What follows belongs to an exercise in optimizing a design on an open flow for a short achievable clock period and few clock cycles; a production flow would make more cautious choices.
In this exercise RTL edits were held to simulation tests only and were not proved equivalent to the original.
Power and IR drop assume default switching activity.

## processor
module processor (
    input  logic                            clock,
    input  logic                            rst,
    output logic [isaPkg::wordWidth-1:0]    address_imem,
    input  logic [isaPkg::wordWidth-1:0]    q_imem,
    output logic [isaPkg::wordWidth-1:0]    address_dmem,
    output logic [isaPkg::wordWidth-1:0]    data,
    output logic                            wren,
    input  logic [isaPkg::wordWidth-1:0]    q_dmem,
    output logic                            ctrl_writeEnable,
    output logic [isaPkg::regAddrWidth-1:0] ctrl_writeReg,
    output logic [isaPkg::regAddrWidth-1:0] ctrl_readRegA,
    output logic [isaPkg::regAddrWidth-1:0] ctrl_readRegB,
    output logic [isaPkg::wordWidth-1:0]    data_writeReg,
    input  logic [isaPkg::wordWidth-1:0]    data_readRegA,
    input  logic [isaPkg::wordWidth-1:0]    data_readRegB
);
export LEC_CHECK = 0
export CAP_MARGIN = 20
export CORE_MARGIN = 2
export CORE_UTILIZATION = 40
export SETUP_SLACK_MARGIN = 3.0
export SLEW_MARGIN = 20
export SYNTH_HIERARCHICAL = 1
create_clock -name core_clock -period 5.5 [get_ports {clock}]
standard.sh (not shown) runs the stock make flow with config.mk's settings and CLKGATE_MAP_FILE= SYNTH_SCRIPT=/design/flow/synth_recipe.tcl, a recipe that flattens the netlist after the stock synthesis.
==> flow/flow/run.sh <==
#!/bin/bash
# The standard layout (standard.sh: the standard flow's synthesis and ORFS steps, unchanged),
# with one difference: the buffers ORFS puts on every input and output port are
# plain sky130_fd_sc_hd__buf_4 cells instead of the delay-buffer cell buffer_ports
# would pick by itself. All of make's output goes to flow_make.log here.
set -euo pipefail
export BUFFER_PORTS_ARGS="-buffer_cell sky130_fd_sc_hd__buf_4"
bash standard.sh > flow_make.log 2>&1
Testbench counts at the start, summed over its fixed seeds: cycles 12,410.
Next try:
--- a/flow/design.v
+++ b/flow/design.v
@@ -114,42 +114,18 @@
     output logic [21:0] sum
 );
     logic [13:0] hiP1, hiM1;
     logic        c8, cP1, cM1;
     addCarry #(.W(8))  uLo  (.a(a[7:0]),  .b(d),         .cin(cin),  .sum(sum[7:0]), .cout(c8));
     addCarry #(.W(14)) uInc (.a(a[21:8]), .b(14'd0),     .cin(1'b1), .sum(hiP1),     .cout(cP1));
     addCarry #(.W(14)) uDec (.a(a[21:8]), .b(14'h3fff),  .cin(1'b0), .sum(hiM1),     .cout(cM1));
     assign sum[21:8] = (c8 == d[7]) ? a[21:8] : (c8 ? hiP1 : hiM1);
 endmodule
-module nandGate2 (
-    input  logic a,
-    input  logic b,
-    output logic y
-);
-    assign y = ~(a & b);
-endmodule
-module nandGate3 (
-    input  logic a,
-    input  logic b,
-    input  logic c,
-    output logic y
-);
-    assign y = ~(a & b & c);
-endmodule
-module nandGate4 (
-    input  logic a,
-    input  logic b,
-    input  logic c,
-    input  logic d,
-    output logic y
-);
-    assign y = ~(a & b & c & d);
-endmodule
 module notEqual (
     input  logic [31:0] a,
     input  logic [31:0] b,
     output logic        ne
 );
     assign ne = |(a ^ b);
 endmodule
 module lessThan (
     input  logic [31:0] a,
@@ -334,21 +310,21 @@
     notEqual uNe   (.a(data_readRegA), .b(data_readRegB), .ne(ne));
     notEqual uNeJr (.a(data_readRegB), .b({xAltHi, xAltLo}), .ne(neJr));
     lessThan uLt   (.a(data_readRegB), .b(data_readRegA), .lt(lt));
     assign xGo     = xLive && !mBltMiss;     
     assign brMiss  = xIsBne && !ne;
     assign jrMiss  = xIsJr && neJr;
     assign bltMiss = xIsBlt && (lt != xPredTaken);
     logic kBneT, kBneN, kJr;
     always_ff @(posedge clock) begin
-        kBneT <= !rst && !redirect && fIsBne &&  fPredTaken;
-        kBneN <= !rst && !redirect && fIsBne && !fPredTaken;
-        kJr   <= !rst && !redirect && fIsJr;
+        kBneT <= !rst && !redirect && !(xGo && bltMiss) && fIsBne &&  fPredTaken;
+        kBneN <= !rst && !redirect && !(xGo && bltMiss) && fIsBne && !fPredTaken;
+        kJr   <= !rst && !redirect && !(xGo && bltMiss) && fIsJr;
     end
     assign redirect    = mBltMiss || (kBneT && !ne) || (kBneN && ne) || (kJr && neJr);
     always_comb begin
         if (mBltMiss) begin
             redirectLo = mAltLo;  redirectHi = mAltHi;  redirectC = mAltC;
             redirectD  = mAltD;   redirectDP1 = mAltDP1;
         end else if (xIsJr) begin
             redirectLo = data_readRegB[9:0];  redirectHi = data_readRegB[31:10];  redirectC = 1'b0;
             redirectD  = 8'd0;    redirectDP1 = 8'd1;
@@ -419,40 +395,19 @@
         if (mBltDone) bhtTaken[mBhtIdx] <= mBltTaken;
     end
     always_ff @(posedge clock) begin
         if (rst) begin
             exitNext <= '0;
         end else if (mBneDone) begin
             exitNext[mBhtIdx] <= mBneEnding;
         end
     end
-    logic mAddrHi1, mAddrHi0;
-    always_ff @(posedge clock) begin
-        mAddrHi1 <=  carry16;
-        mAddrHi0 <= !carry16;
-    end
-    assign address_dmem[15:0] = mLo;
-    for (genvar i = 0; i < 16; i++) begin : ad
-        logic n0, n1;
-        nandGate2 uA (.a(mHi0[i]), .b(mAddrHi0), .y(n0));
-        nandGate2 uB (.a(mHi1[i]), .b(mAddrHi1), .y(n1));
-        nandGate2 uY (.a(n0), .b(n1), .y(address_dmem[16+i]));
-    end
+    assign address_dmem     = {mC16 ? mHi1 : mHi0, mLo};
     assign data             = mStore;
     assign wren             = mIsStore;
     assign ctrl_writeEnable = mWrites;
     assign ctrl_writeReg    = mDest;
-    for (genvar i = 0; i < 32; i++) begin : wb
-        logic nq, nl, n0, n1;
-        nandGate2 uQ (.a(q_dmem[i]), .b(mIsLoad), .y(nq));
-        nandGate2 uL (.a(mLog[i]),   .b(mSelLog), .y(nl));
-        if (i < 16) begin : lo
-            nandGate2 uA (.a(mLo[i]), .b(mSelLo), .y(n0));
-            nandGate3 uY (.a(nq), .b(nl), .c(n0), .y(data_writeReg[i]));
-        end else begin : hi
-            nandGate2 uA (.a(mHi0[i-16]), .b(mSelHi0), .y(n0));
-            nandGate2 uB (.a(mHi1[i-16]), .b(mSelHi1), .y(n1));
-            nandGate4 uY (.a(nq), .b(nl), .c(n0), .d(n1), .y(data_writeReg[i]));
-        end
-    end
+    assign data_writeReg    = ({32{mIsLoad}} & q_dmem)
+                            | {({16{mSelHi0}} & mHi0) | ({16{mSelHi1}} & mHi1), {16{mSelLo}} & mLo}
+                            | ({32{mSelLog}} & mLog);
 endmodule
 `default_nettype wire
Effect: Synthesized area stays flat; non-clock buffer count rises by 63; total power goes up by 5.3%; final area came out higher by about 4.4%; combinational power goes up by 10%; die area stays flat; routed wire length rose by about 4%.
Testbench counts after the change, summed over its fixed seeds: cycles 12,410.

## separate check: timing with driven ports
In the flow no input, the clock included, has a driving cell. The finished layouts below were timed again as built, in two steps.
Step 1, drivers: a clkbuf_16 drives clock and a buf_2 each remaining input, both assumed.
Step 2 moves the port delays by t, midway between the first and last clock arrival at a register: inputs arrive t later, outputs are due t later. That takes back most of the time a late clock gives input paths.
a / b / c = ideal ports / drivers / drivers and shift; a / b = the first two.
run	t, ns	setup slack, ns	worst slew at a driven data input, ns
the first run	0.659	2.707 / 2.707 / 2.123	0.09
the second run	0.657	2.649 / 2.612 / 2.053	0.16
After both steps setup and hold are still met in every run listed. The setup slack of the second run, which loses most, moves by -0.037 ns with the drivers and by -0.596 ns with both steps.
